This design comes from an exercise in tuning for small area, a short achievable clock period and few clock cycles per item on the open sky130 flow, not from production work.
No functional check of the RTL was part of any run shown here.
Power and IR drop assume default switching activity.

==> flow/design.v <==
package srct_pkg;
    localparam int SLOTS = 8;
    localparam int IDX_W = (SLOTS > 1) ? $clog2(SLOTS) : 1;
    localparam logic KIND_CHECK   = 1'b0;
    localparam logic KIND_RESTORE = 1'b1;
endpackage
module session_replay_counter_table (
    input  logic        i_clk,
    input  logic        i_rst_n,
    input  logic        i_in_valid,
    output logic        o_in_ready,
    input  logic        i_in_kind,
    input  logic [31:0] i_in_sess,
    input  logic [31:0] i_in_counter,
    output logic        o_out_valid,
    input  logic        i_out_ready,
    output logic        o_out_accepted
);
    localparam int SLOTS = srct_pkg::SLOTS;
    localparam int CW    = 8;         
    localparam int NB    = 32 / CW;   
    logic [SLOTS-1:0] r_valid;
    logic [31:0]      r_sess [SLOTS];
    logic [31:0]      r_ctr  [SLOTS];
    logic             r_v1;
    logic             r_kind1;
    logic [31:0]      r_sess1;
    logic [31:0]      r_c1;
    logic             r_v2;       
    logic [SLOTS-1:0] r_hit2;     
    logic             r_kind2;
    logic             r_cnz2;     
    logic [31:0]      r_c2;       
    logic             r_v3;
    logic [SLOTS-1:0] r_sel3;     
    logic             r_any3;     
    logic             r_force3;   
    logic [31:0]      r_c3;
    logic [NB-1:0]    r_gb3;      
    logic [NB-1:0]    r_eb3;      
    logic [NB-1:0]    r_gf3;      
    logic [NB-1:0]    r_ef3;      
    logic             r_same3;    
    logic             r_wr4;      
    logic [2:0]       r_qcnt;
    logic [4:0]       r_qacc;
    logic             r_ovalid;   
    logic             r_ready;
    logic [2:0]       r_occ;      
    logic [SLOTS-1:0] w_used1;
    logic [SLOTS-1:0] w_hit1;
    logic [SLOTS-1:0] w_free1;
    logic             w_seen1;
    logic             w_take;
    logic             w_any_hit2;
    logic [SLOTS-1:0] w_free2;
    logic             w_seen2;
    logic             w_alloc2;
    logic [SLOTS-1:0] w_new2;     
    logic [31:0]      w_hctr;
    logic [NB-1:0]    w_gb;
    logic [NB-1:0]    w_eb;
    logic [NB-1:0]    w_gf;
    logic [NB-1:0]    w_ef;
    logic [NB-1:0]    w_g3;
    logic [NB-1:0]    w_e3;
    logic             w_gt;
    logic             w_wr3;
    logic             w_acc3;
    logic             w_pop;
    function automatic logic [1:0] cmpc(input logic [CW-1:0] a, input logic [CW-1:0] b);
        logic [CW-1:0] g;
        logic [CW-1:0] l;
        g = a & ~b;
        l = ~a & b;
        for (int w = 1; w < CW; w = w * 2) begin
            for (int k = 0; k < CW; k = k + 2 * w) begin
                g[k] = g[k + w] | (~l[k + w] & g[k]);
                l[k] = l[k + w] | (~g[k + w] & l[k]);
            end
        end
        cmpc = {g[0], !(g[0] || l[0])};
    endfunction
    assign w_take = i_in_valid && r_ready;
    always_comb begin
        w_seen2 = 1'b0;
        for (int i = 0; i < SLOTS; i++) begin
            w_free2[i] = !r_valid[i] && !w_seen2;
            w_seen2    = w_seen2 || !r_valid[i];
        end
        w_any_hit2 = |r_hit2;
        w_alloc2   = r_v2 && r_cnz2 && !w_any_hit2 && w_seen2;
        w_new2     = w_free2 & {SLOTS{w_alloc2}};
    end
    always_comb begin
        w_used1 = r_valid | w_new2;
        w_seen1 = 1'b0;
        for (int i = 0; i < SLOTS; i++) begin
            w_hit1[i]  = w_used1[i] && (r_sess[i] == r_sess1);
            w_free1[i] = !w_used1[i] && !w_seen1;
            w_seen1    = w_seen1 || !w_used1[i];
        end
    end
    always_comb begin
        w_hctr = '0;
        for (int i = 0; i < SLOTS; i++)
            if (r_hit2[i]) w_hctr = w_hctr | r_ctr[i];
        for (int b = 0; b < NB; b++) begin
            {w_gb[b], w_eb[b]} = cmpc(r_c2[CW*b +: CW], w_hctr[CW*b +: CW]);
            {w_gf[b], w_ef[b]} = cmpc(r_c2[CW*b +: CW], r_c3[CW*b +: CW]);
        end
    end
    always_comb begin
        if (r_same3 && r_wr4) begin
            w_g3 = r_gf3;
            w_e3 = r_ef3;
        end else begin
            w_g3 = r_gb3;
            w_e3 = r_eb3;
        end
        w_gt = w_g3[0];
        for (int b = 1; b < NB; b++)
            w_gt = w_g3[b] || (w_e3[b] && w_gt);
        w_wr3  = r_force3 || w_gt;
        w_acc3 = r_any3 && w_wr3;
    end
    always_ff @(posedge i_clk) begin
        for (int i = 0; i < SLOTS; i++) begin
            if (w_free1[i])         r_sess[i] <= r_sess1;
            if (r_sel3[i] && w_wr3) r_ctr[i]  <= r_c3;
        end
        r_kind1  <= i_in_kind;
        r_sess1  <= i_in_sess;
        r_c1     <= i_in_counter;
        r_kind2  <= r_kind1;
        r_cnz2   <= (r_c1 != 32'd0);
        r_c2     <= r_c1;
        r_c3     <= r_c2;
        r_force3 <= w_alloc2 || (r_kind2 && r_cnz2);
        r_gb3    <= w_gb;
        r_eb3    <= w_eb;
        r_gf3    <= w_gf;
        r_ef3    <= w_ef;
        r_same3  <= |(r_hit2 & r_sel3);
        r_wr4    <= w_wr3;
    end
    logic [4:0] n_qacc;
    logic [2:0] n_qcnt;
    always_comb begin
        n_qacc = r_qacc;
        n_qcnt = r_qcnt;
        if (w_pop) begin
            n_qacc = {1'b0, r_qacc[4:1]};
            n_qcnt = n_qcnt - 3'd1;
        end
        if (r_v3) begin
            n_qacc[n_qcnt] = w_acc3;
            n_qcnt         = n_qcnt + 3'd1;
        end
    end
    assign w_pop = r_ovalid && i_out_ready;
    always_ff @(posedge i_clk) begin
        if (!i_rst_n) begin
            r_valid  <= '0;
            r_v1     <= 1'b0;
            r_v2     <= 1'b0;
            r_hit2   <= '0;
            r_v3     <= 1'b0;
            r_sel3   <= '0;
            r_any3   <= 1'b0;
            r_qcnt   <= 3'd0;
            r_ovalid <= 1'b0;
            r_ready  <= 1'b1;
            r_occ    <= 3'd0;
        end else begin
            r_valid  <= r_valid | w_new2;
            r_v1     <= w_take;
            r_v2     <= r_v1;
            r_hit2   <= w_hit1 & {SLOTS{r_v1}};
            r_v3     <= r_v2;
            r_sel3   <= r_hit2 | w_new2;
            r_any3   <= w_any_hit2 || w_alloc2;
            r_qcnt   <= n_qcnt;
            r_ovalid <= (n_qcnt != 3'd0);
            if (w_take && !w_pop) begin
                r_occ   <= r_occ + 3'd1;
                r_ready <= (r_occ < 3'd4);
            end else if (!w_take && w_pop) begin
                r_occ   <= r_occ - 3'd1;
                r_ready <= 1'b1;
            end else begin
                r_ready <= (r_occ < 3'd5);
            end
        end
        r_qacc <= n_qacc;
    end
    assign o_in_ready     = r_ready;
    assign o_out_valid    = r_ovalid;
    assign o_out_accepted = r_qacc[0];
endmodule
==> flow/run.sh <==
#!/bin/bash
# synth_recipe.tcl (not shown) runs the flow's synth.tcl, then flattens the netlist and writes it again
# the make line also repeats each setting of config.mk as NAME=value (left out here)
make -C /OpenROAD-flow-scripts/flow DESIGN_CONFIG=/design/flow/config.mk WORK_HOME=/design/flow/orfs CLKGATE_MAP_FILE= SYNTH_SCRIPT=/design/flow/synth_recipe.tcl finish
==> flow/config.mk <==
export PLATFORM = sky130hd
export DESIGN_NAME = session_replay_counter_table
export DESIGN_NICKNAME = session_replay_counter_table
export VERILOG_FILES = /design/flow/design.v
export SDC_FILE = /design/flow/constraint.sdc
export NUM_CORES = 4
export LEC_CHECK = 0
export CAP_MARGIN = 20
export CORE_MARGIN = 2
export CORE_UTILIZATION = 70
export CTS_CLUSTER_DIAMETER = 80
export CTS_CLUSTER_SIZE = 20
export SETUP_SLACK_MARGIN = 3.4
export SLEW_MARGIN = 20
==> flow/constraint.sdc <==
create_clock -name core_clock -period 6.0 [get_ports {i_clk}]
set_input_delay 1.2000 -clock core_clock [delete_from_list [all_inputs] [get_ports {i_clk}]]
set_output_delay 1.2000 -clock core_clock [all_outputs]
set_load 0.01 [all_outputs]
==> results.txt, run 1 <==
----------------------------------------------------
[Run status]
  Outcome ... timing/DRC/antenna clean

[STA]
  Crit path time final ... 2.70 ns
  Min setup slack post-route ... 3.30 ns
  Final worst path period share ... 45.0%
  Transition time at the pin with the least slew margin ... 1.08 ns
  RSZ-0062 raised after global routing ... true
  Setup TNS ... 0 ns
  Post-route clock skew ... 0.0391 ns
  Total of endpoints with negative setup slack in the final report ... 0
  Relative slew margins ... between 20% and 30%
  FMAX ... 0.370 GHz
  Max Transition Viols Final ... 0
  Final hold vios ... 0

[Global route]
  Grt ovf ... 0
  Maximum number of pins on one net before global-route repair ... 36
  Vias in the first global route ... 14,600
  First-pass GRT wire length ... 85,500 um
  Number of antenna violations at the first check in global routing ... 1
  Total Routing Usage GR ... a little under a third

[Layout]
  Final Instance Area ... 29,600 um^2
  Antenna Diode Count ... 0
  Number of cells in the finished layout apart from fillers ... 2,277
  P&R area growth vs syn ... 13.1%
  Post-Route Utilization ... between 80% and 90%
  Share of final-layout standard cells stronger than drive strength 1 ... a little over a tenth
  Final Net Count ... 1,853

[Drt]
  Routed length per placed instance ... 25.5 um
  Vias after detailed routing ... 14,400
  Total length of routed wires ... about 58,000 um
  DRC violation count after routing ... 0
  Number of nets with antenna violations after routing ... 0
  Iteration count of the initial detailed-routing pass ... 5
  Via density ... 6.34
  Detailed router's first-iteration violation count ... between 1,000 and 1,500

[Yosys]
  Count of yosys warnings during synthesis ... 3
  Number of nets in the synthesized netlist ... 1,730
  Most used flip-flop cell after synthesis ... edfxtp_1
  Post-synthesis cell type count ... between 60 and 70
  Cell count after synthesis ... 1,653
  Mean instance size in the synthesized netlist ... 15.8 um^2
  Post-synthesis sequential element count ... ~700
  Sequential fraction of the synthesis area ... 73.2%
  Post-synth ARST share ... 0%
  Cell area after technology mapping ... roughly 26,000 um^2
  Number of enable flip-flop cells after synthesis ... 512

[Floorplanning]
  Number of rows created at floorplan ... 70
  Total core area ... 36,700 um^2
  Die width ... 197 um
  DIE AREA ... 38,900 um^2
  Initial Util ... 71.3%
  Boundary pin count ... 72
  Die height ... 197 um

[Worst setup path]
  CP required ... 6.29 ns
  Cell type of the slowest stage on the worst timing path ... dfxtp_4
  Kind of end point of the critical path ... register
  Crit start category ... register
  Startpoint of the worst-slack reg-to-reg timing path ... r_hit2[0]$_SDFF_PN0_
  Series of cell instances along the critical path ... buf_12 > nor4_4 > nand4_2 > a31oi_4 > and3_4 > nand2_2 > a21boi_4 > buf_4 > nor4b_4 > buf_6 > buf_12
  Launching element of the worst setup path ... r_hit2[0]$_SDFF_PN0_
  Arrival time of the worst setup path ... 3.00 ns
  Critical path class ... register to register
  Max FO, Critical Path ... 16
  CP max stage delay ... 0.36 ns
  Most frequent cell on the critical path ... buf_12

[Power]
  Sw Share ... 22.1%
  Internal ... 6.96 mW
  Power spent charging and discharging nets ... roughly 2.0 mW
  Relative contribution of the clock network to total power ... 32.3%
  Portion of total power attributed to combinational logic ... 6.4%
  Maximum vdd drop ... 0.366 mV
  Static Leakage ... between 9 and 10 nW
  Power density over the cells ... 302 nW/um^2
  Sequential cell fraction of total power ... 61.3%

[Min path]
  Worst min path class ... register to register
  Startpoint of the tightest hold check path ... r_kind1$_DFF_P_

[Place]
  Placer's final routability congestion estimate ... roughly 0.80
  Buffers added on ports ... 71
  Worst slack after detailed placement ... ~2.6 ns
  Post-detail-place hpwl ... 32,000 um
  Area of placed instances ... 27,500 um^2
  Inst Count DP ... 2,156

[Clock tree]
  Maximum number of buffers from clock root to sink ... 3
  Clock latency reported for the late side of the worst-skew pair ... ~0.59 ns
  CTS H-Tree Depth ... 2
  Quantity of hold-fixing buffers added after cts ... 0
  Total clock buffers created by CTS ... 41
  Clock slew seen by the registers of the worst setup and hold paths ... 0.08 ns
  TritonCTS clock tree ... done
  CTS root buf ... clkbuf_16
  TritonCTS sink count ... approximately 700

[Job]
  Count of max-cap constraint violations ... 0

----------------------------------------------------
## per-layer routing
| layer | vias to the layer above | wire (um) | track usage, % |
|---|---|---|---|
| li1 | 6456 | - | - |
| met5 | - | 13 | 0 |
| met3 | 145 | 4290 | 4.95 |
| met2 | 618 | 28800 | 51.1 |
| met1 | 7223 | 22300 | 38.4 |
| met4 | 2 | 2600 | 13.5 |
## through the flow
| step | power [mW] | hold slack (ns) |
|---|---|---|
| floorplan | 5.91 | 0.310 |
| global placement | 6.10 | 0.316 |
| detailed placement | 6.14 | 0.312 |
| CTS | 8.94 | 0.314 |
| global route | 9.20 | 0.332 |
| finish | 8.93 | 0.312 |
## flip-flops by register name, indices dropped and copies added, names as in the netlist, 4 cells and up
register and cells:
r_c3 32, r_sess1 32, r_ctr 256, r_sel3 8
r_valid 8, r_sess 256, r_gb3 4, r_c1 32
r_qacc 5, r_gf3 4, r_c2 32, r_hit2 8
## cells in the mapped netlist, drive strengths merged (12+ instances only)
library cell	count	area share (%)
nor3	15	0.29
nand4	34	0.84
and2	18	0.43
nor2	36	0.52
nor4	72	1.8
buf	32	0.96
a22oi	126	3.8
and4	23	0.78
o21a	12	0.34
a21oi	17	0.33
edfxtp	512	59
xnor2	44	1.5
nand2	36	0.52
o21ai	12	0.23
maj3	52	2.0
xor2	231	7.7
clkbuf	40	0.57
inv	33	0.47
nor2b	25	0.60
dfxtp	189	14
## final timing paths
kind / end / slack [ns] / cells past startpoint
setup reg to reg: r_sess[7][9]$_DFFE_PP_ / 3.30 / 11
hold reg to reg: r_kind2$_DFF_P_ / 0.31 / 0
hold / removal: r_kind2$_DFF_P_ / 0.31 / 0
setup / recovery: r_sess[7][9]$_DFFE_PP_ / 3.30 / 11
## final cells by class
type	count	area (um^2)
Clock buffer	74	1190
Clock inverter	2	28.8
Fill cell	1999	7110
Inverter	33	124
Multi-Input combinational cell	850	6690
Sequential cell	701	19200
Tap cell	468	586
Timing Repair Buffer	149	1780
## repair_timing
action                                  4_1_cts  5_1_grt
buffers inserted                             17       11
resized for setup                            69       21
gates cloned                                 12        5
endpoints found under the setup margin      271      294
pin swaps                                     9        9
## worst max-delay path, delay by kind of cell (launching register included)
kind,cells,cell delay [ns]
AOI/OAI and AO/OA,2,0.38
buffers and inverters,4,0.63
DFF,1,0.36
and+or+nand+nor,5,1.03
## power groups by stage
stage               logic (mW)  clock network [mW]  registers, mW
floorplan                0.368                   0           5.54
CTS                      0.561                2.90           5.47
global placement         0.524                   0           5.58
detailed placement       0.553                   0           5.58
global route             0.626                3.08           5.49
finish                   0.571                2.88           5.47
## cell families after synthesis
group / count (synthesis) / share of synthesized area, %
AOI/OAI and AO/OA: 214 / 6.25
xor gates and xnor gates: 275 / 9.21
adders and majority gates: 60 / 2.44
buffers and inverters: 105 / 2.00
DFF: 701 / 73.2
muxes: 2 / 0.0765
and+or+nand+nor: 296 / 6.77
## placed cells by master, fill, tap and decap left out, drive strengths merged, types with 5 or more instances in the layout
cell type,n
a21o,7
a21oi,17
a22o,9
a22oi,126
and2,18
and4,23
buf,69
bufbuf,6
clkbuf,77
clkdlybuf4s50,66
dfxtp,189
edfxtp,512
ha,7
inv,35
maj3,52
nand2,36
nand2b,10
nand3,6
nand4,34
nor2,39
nor2b,25
nor3,15
nor4,72
o21a,12
o21ai,12
o31ai,5
xnor2,44
xor2,231
==> run 2: changes to the inputs <==
--- a/flow/design.v
+++ b/flow/design.v
@@ -18,5 +18,5 @@
 );
     localparam int SLOTS = srct_pkg::SLOTS;
-    localparam int CW    = 8;         
+    localparam int CW    = 4;         
     localparam int NB    = 32 / CW;   
     logic [SLOTS-1:0] r_valid;
==> run 2 against run 1 <==
Still clean on timing, DRC and antenna. Sequential power rose by 2%. Combinational power rose by 2%. Die area rose by 0.83%. Power rose by 0.65%. Clock power fell by 1%.
==> results.txt, run 2 <==
----------------------------------------------------
[Yosys]
  Cell count after synthesis ... 1,701 (+2.9%)
  Mean instance size in the synthesized netlist ... 15.5 um^2 (-2.0%)
  Post-synth ARST share ... 0% (unchanged)
  Share of the synthesized area in the top cell type ... 58.3% (-0.49 points)
  Sequential fraction of the synthesis area ... 73.8% (+0.60 points)
  Most used flip-flop cell after synthesis ... edfxtp_1
  Number of enable flip-flop cells after synthesis ... 512 (unchanged)
  Post-synthesis cell type count ... 59 (-9.2%)
  Number of nets in the synthesized netlist ... 1,778 (+2.8%)
  Post-synthesis sequential element count ... 717 (+2.3%)
  Commonest cells in the synthesized netlist ... 512 x edfxtp_1, 210 x xor2_1, 205 x dfxtp_1
  Dominant cell by count in the synthesized netlist ... edfxtp_1
  Cell area after technology mapping ... 26,400 um^2 (+0.85%)
  Count of yosys warnings during synthesis ... 3 (unchanged)
  Synth top area cells ... edfxtp_1 58%, dfxtp_1 16%, xor2_1 7.0%
  Largest area contributor in the synthesized netlist ... edfxtp_1

[Drt]
  Routed length per placed instance ... 24.9 um (-2.1%)
  Routed met2 length ... 31,200 um (+8.3%)
  Via density ... 6.17 (-2.8%)
  Iteration count of the initial detailed-routing pass ... 6 (+1)
  Detailed router's first-iteration violation count ... 1,348 (+2.7%)
  Number of nets with antenna violations after routing ... 0 (unchanged)
  Total length of routed wires ... 59,500 um (+2.7%)
  Met3 wire len ... 3860 um (-10%)
  Top routing layer in use ... met4
  Vias after detailed routing ... 14,700 (+1.9%)
  Length of routed wiring on met1 ... 22,800 um (+2.0%)
  DRC violation count after routing ... 0 (unchanged)

[Worst setup path]
  Crit start category ... register
  Launching element of the worst setup path ... r_hit2[2]$_SDFF_PN0_
  Critical path class ... register to register
  Critical register-to-register path endpoint ... r_sess[6][2]$_DFFE_PP_
  Setup slack of the most critical reg-to-reg path ... 3.39 ns (+0.09 ns)
  Max FO, Critical Path ... 8 (-8)
  Kind of end point of the critical path ... register
  Worst Reg2Reg Path Length in Cells ... 8 (-3)
  Startpoint of the worst-slack reg-to-reg timing path ... r_hit2[2]$_SDFF_PN0_
  Most frequent cell on the critical path ... buf_6
  Arrival time of the worst setup path ... 2.91 ns (-0.09 ns)
  Cell type of the slowest stage on the worst timing path ... or4_4
  CP max stage delay ... 0.47 ns (+0.11 ns)
  Series of cell instances along the critical path ... buf_12 > nor4_4 > nand4_4 > or4_4 > buf_6 > a311oi_4 > buf_6 > clkbuf_16
  CP required ... 6.30 ns (about the same)

[Layout]
  Number of cells in the finished layout apart from fillers ... 2,387 (+4.8%)
  Highest-count cells in the layout ignoring fill and taps ... 512 x edfxtp_1, 210 x xor2_1, 193 x dfxtp_1, 131 x a22oi_1, 87 x xnor2_1
  Final Net Count ... 1,922 (+3.7%)
  Antenna Diode Count ... 0 (unchanged)
  Share of final-layout standard cells stronger than drive strength 1 ... 11.3% (+0.47 points)
  P&R area growth vs syn ... 14.7%
  Registers with the most flip-flops ... r_ctr (256), r_sess (256)
  Most common cell after layout, fill and taps aside ... edfxtp_1
  Number of fill cells in the layout ... 1,948 (-2.6%)

[Min path]
  Worst min path class ... register to register
  Endpoint of the worst hold-timing path ... r_kind2$_DFF_P_
  Hold path depth ... 0 (unchanged)
  Startpoint of the tightest hold check path ... r_kind1$_DFF_P_

[Global route]
  Total Routing Usage GR ... 30.2% (+0.13 points)
  First-pass GRT wire length ... 86,700 um (+1.4%)
  Grt ovf ... 0 (unchanged)
  Vias in the first global route ... 14,600 (-0.11%)
  Number of antenna violations at the first check in global routing ... 0 (-1)
  Maximum number of pins on one net before global-route repair ... 36 (unchanged)

[Clock tree]
  CTS H-Tree Depth ... 2 (unchanged)
  Maximum number of buffers from clock root to sink ... 3 (unchanged)
  Clock slew seen by the registers of the worst setup and hold paths ... 0.09 ns (about the same)
  CTS root buf ... clkbuf_16
  TritonCTS sink count ... 717 (+2.3%)
  Quantity of hold-fixing buffers added after cts ... 0 (unchanged)
  Total clock buffers created by CTS ... 41 (unchanged)
  Clock latency reported for the late side of the worst-skew pair ... 0.59 ns (about the same)
  TritonCTS clock tree ... done

[Floorplanning]
  Die width ... 198 um (+0.42%)
  Total core area ... 37,400 um^2 (+1.9%)
  Die height ... 198 um (+0.42%)
  Number of rows created at floorplan ... 71 (+1.4%)
  Boundary pin count ... 72 (unchanged)
  Initial Util ... 70.5% (-0.75 points)
  DIE AREA ... 39,300 um^2 (+0.83%)

[Place]
  Buffers added on ports ... 71 (unchanged)
  Post-detail-place hpwl ... 32,300 um (+0.86%)
  Inst Count DP ... 2,252 (+4.5%)
  Placer's final routability congestion estimate ... 0.835 (+4.3%)
  Worst slack after detailed placement ... 2.37 ns (-0.263 ns)

[Power]
  Static Leakage ... 10.2 nW (+2.4%)
  Maximum vdd drop ... 0.262 mV (-28%)
  Relative contribution of the clock network to total power ... 31.6% (-0.7 points)
  Internal ... 7.03 mW (+1.0%)
  Power density over the cells ... 297 nW/um^2 (-1.6%)
  Portion of total power attributed to combinational logic ... 6.5% (about the same)
  Post-layout total power ... 8.99 mW (+0.65%)
  Sw Share ... 21.8% (-0.28 points)
  Sequential cell fraction of total power ... 62.0% (+0.7 points)
  Power spent charging and discharging nets ... 1.96 mW (-0.64%)

[STA]
  Transition time at the pin with the least slew margin ... 1.19 ns (+0.112 ns)
  Max Transition Viols Final ... 0 (unchanged)
  Setup TNS ... 0 ns (unchanged)
  RSZ-0062 raised after global routing ... true
  Final hold vios ... 0 (unchanged)
  Relative slew margins ... 20.4% (-7.4 points)
  Min setup slack post-route ... 3.39 ns (+0.0905 ns)
  Total of endpoints with negative setup slack in the final report ... 0 (unchanged)
  Crit path time final ... 2.61 ns (-0.0905 ns)
  FMAX ... 0.383 GHz (+3.5%)
  Final worst path period share ... 43.5% (-1.5 points)
  Post-route clock skew ... 0.0323 ns (-0.00681 ns)

[Job]
  Count of max-cap constraint violations ... 0 (unchanged)

[Run status]
  Outcome ... timing/DRC/antenna clean

----------------------------------------------------
## run 2: cell types whose count changed after synthesis, sizes merged, moves of 10 or more
cell and change:
xor2 -21, nand4 +16, buf -10, nand2 +10, o21ai +13, maj3 -43, clkbuf +10, nand3 +12
xnor2 +44, dfxtp +16, and4 -14
## run 2: power by group through the flow
stage,logic [mW],clock network [mW],registers [mW]
finish,0.582,2.84,5.57
floorplan,0.384,0,5.63
global route,0.636,3.02,5.59
detailed placement,0.543,0,5.68
CTS,0.571,2.86,5.57
global placement,0.519,0,5.68
## run 2: worst max-delay path: cells and delay by family (launching register included)
family,cells,cell delay (ns)
DFF,1,0.36
AOI/OAI and AO/OA,1,0.31
buffers and inverters,4,0.66
and+or+nand+nor,3,1.00
## run 2: kinds of logic (layout without fill, tap and decap cells)
| group | Yosys count | count (layout) | synth area share (%) |
|---|---|---|---|
| simple gates | 297 | 300 | 6.55 |
| buf+inv | 115 | 285 | 1.76 |
| flops | 717 | 717 | 73.8 |
| fa+ha+maj | 17 | 17 | 0.749 |
| compound gates | 246 | 248 | 6.72 |
| xor+xnor | 299 | 299 | 9.98 |
| mux | 10 | 10 | 0.408 |
## run 2: repair_timing
| action | in CTS | in global routing |
|---|---|---|
| buffers inserted | 27 | 18 |
| pin swaps | 18 | 6 |
| cloned | 9 | 7 |
| resized for setup | 77 | 31 |
| endpoints found under the setup margin | 492 | 213 |
## run 2: layout make-up
class                   instances  area [um^2]  area share [%]
flip-flops and latches        717        19500            64.5
well taps                     511          639            2.11
multi-input cells             874         6840            22.6
clock buffers                  72         1160            3.85
inverters                      43          174           0.575
clock inverters                 2         21.3          0.0703
repair buffers                168         1910            6.31
## run 2: how the worst max path moves through the flow
stage,slack [ns],endpoint
after CTS,3.31,r_sess[3][12]$_DFFE_PP_
after floorplan,2.98,r_sess[6][0]$_DFFE_PP_
final,3.39,r_sess[6][2]$_DFFE_PP_
after global placement,2.49,r_qacc[2]$_DFF_P_
after detailed placement,2.37,r_qacc[2]$_DFF_P_
after global routing,3.34,r_sess[7][11]$_DFFE_PP_
## run 2: per-stage QoR
| stage | utilization, % | area (um^2) | hold WS [ns] |
|---|---|---|---|
| after global routing | 80.9 | 30300 | 0.352 |
| after global placement | 74.7 | 27900 | 0.316 |
| after CTS | 79.8 | 29900 | 0.341 |
| after detailed placement | 74.7 | 27900 | 0.316 |
| final | 80.9 | 30300 | 0.336 |
| after floorplan | - | 26600 | 0.310 |
## run 2: per-layer routing
layer  GRT usage [%]  vias to the layer above
met4            11.3                        0
met1            38.3                     7339
met2            53.7                      614
li1                -                     6669
met3            3.42                      103
met5               0                        -

==> what the ideal ports hide <==
Ports are ideal in the flow. The routed layouts listed here were re-timed in OpenROAD.
Step 1, drivers: a clkbuf_16 drives i_clk and a buf_2 each remaining input, both assumed.
Step 2 moves the port delays by t, midway between the first and last clock arrival at a register: inputs arrive t later, outputs are due t later. That takes back most of the time a late clock gives input paths.
a / b / c = ideal / step 1 / step 2; a / b = the first two.
run	t, ns	setup slack, ns	slew at the worst register clock pin (ns)
run 1	0.627	3.299 / 3.299 / 2.852	0.09 / 0.09
run 2	0.634	3.390 / 3.390 / 2.838	0.09 / 0.09
After both steps setup and hold are still met in every run listed. The setup slack of run 2, which loses most, moves by 0.000 ns with the drivers and by -0.552 ns with both steps.
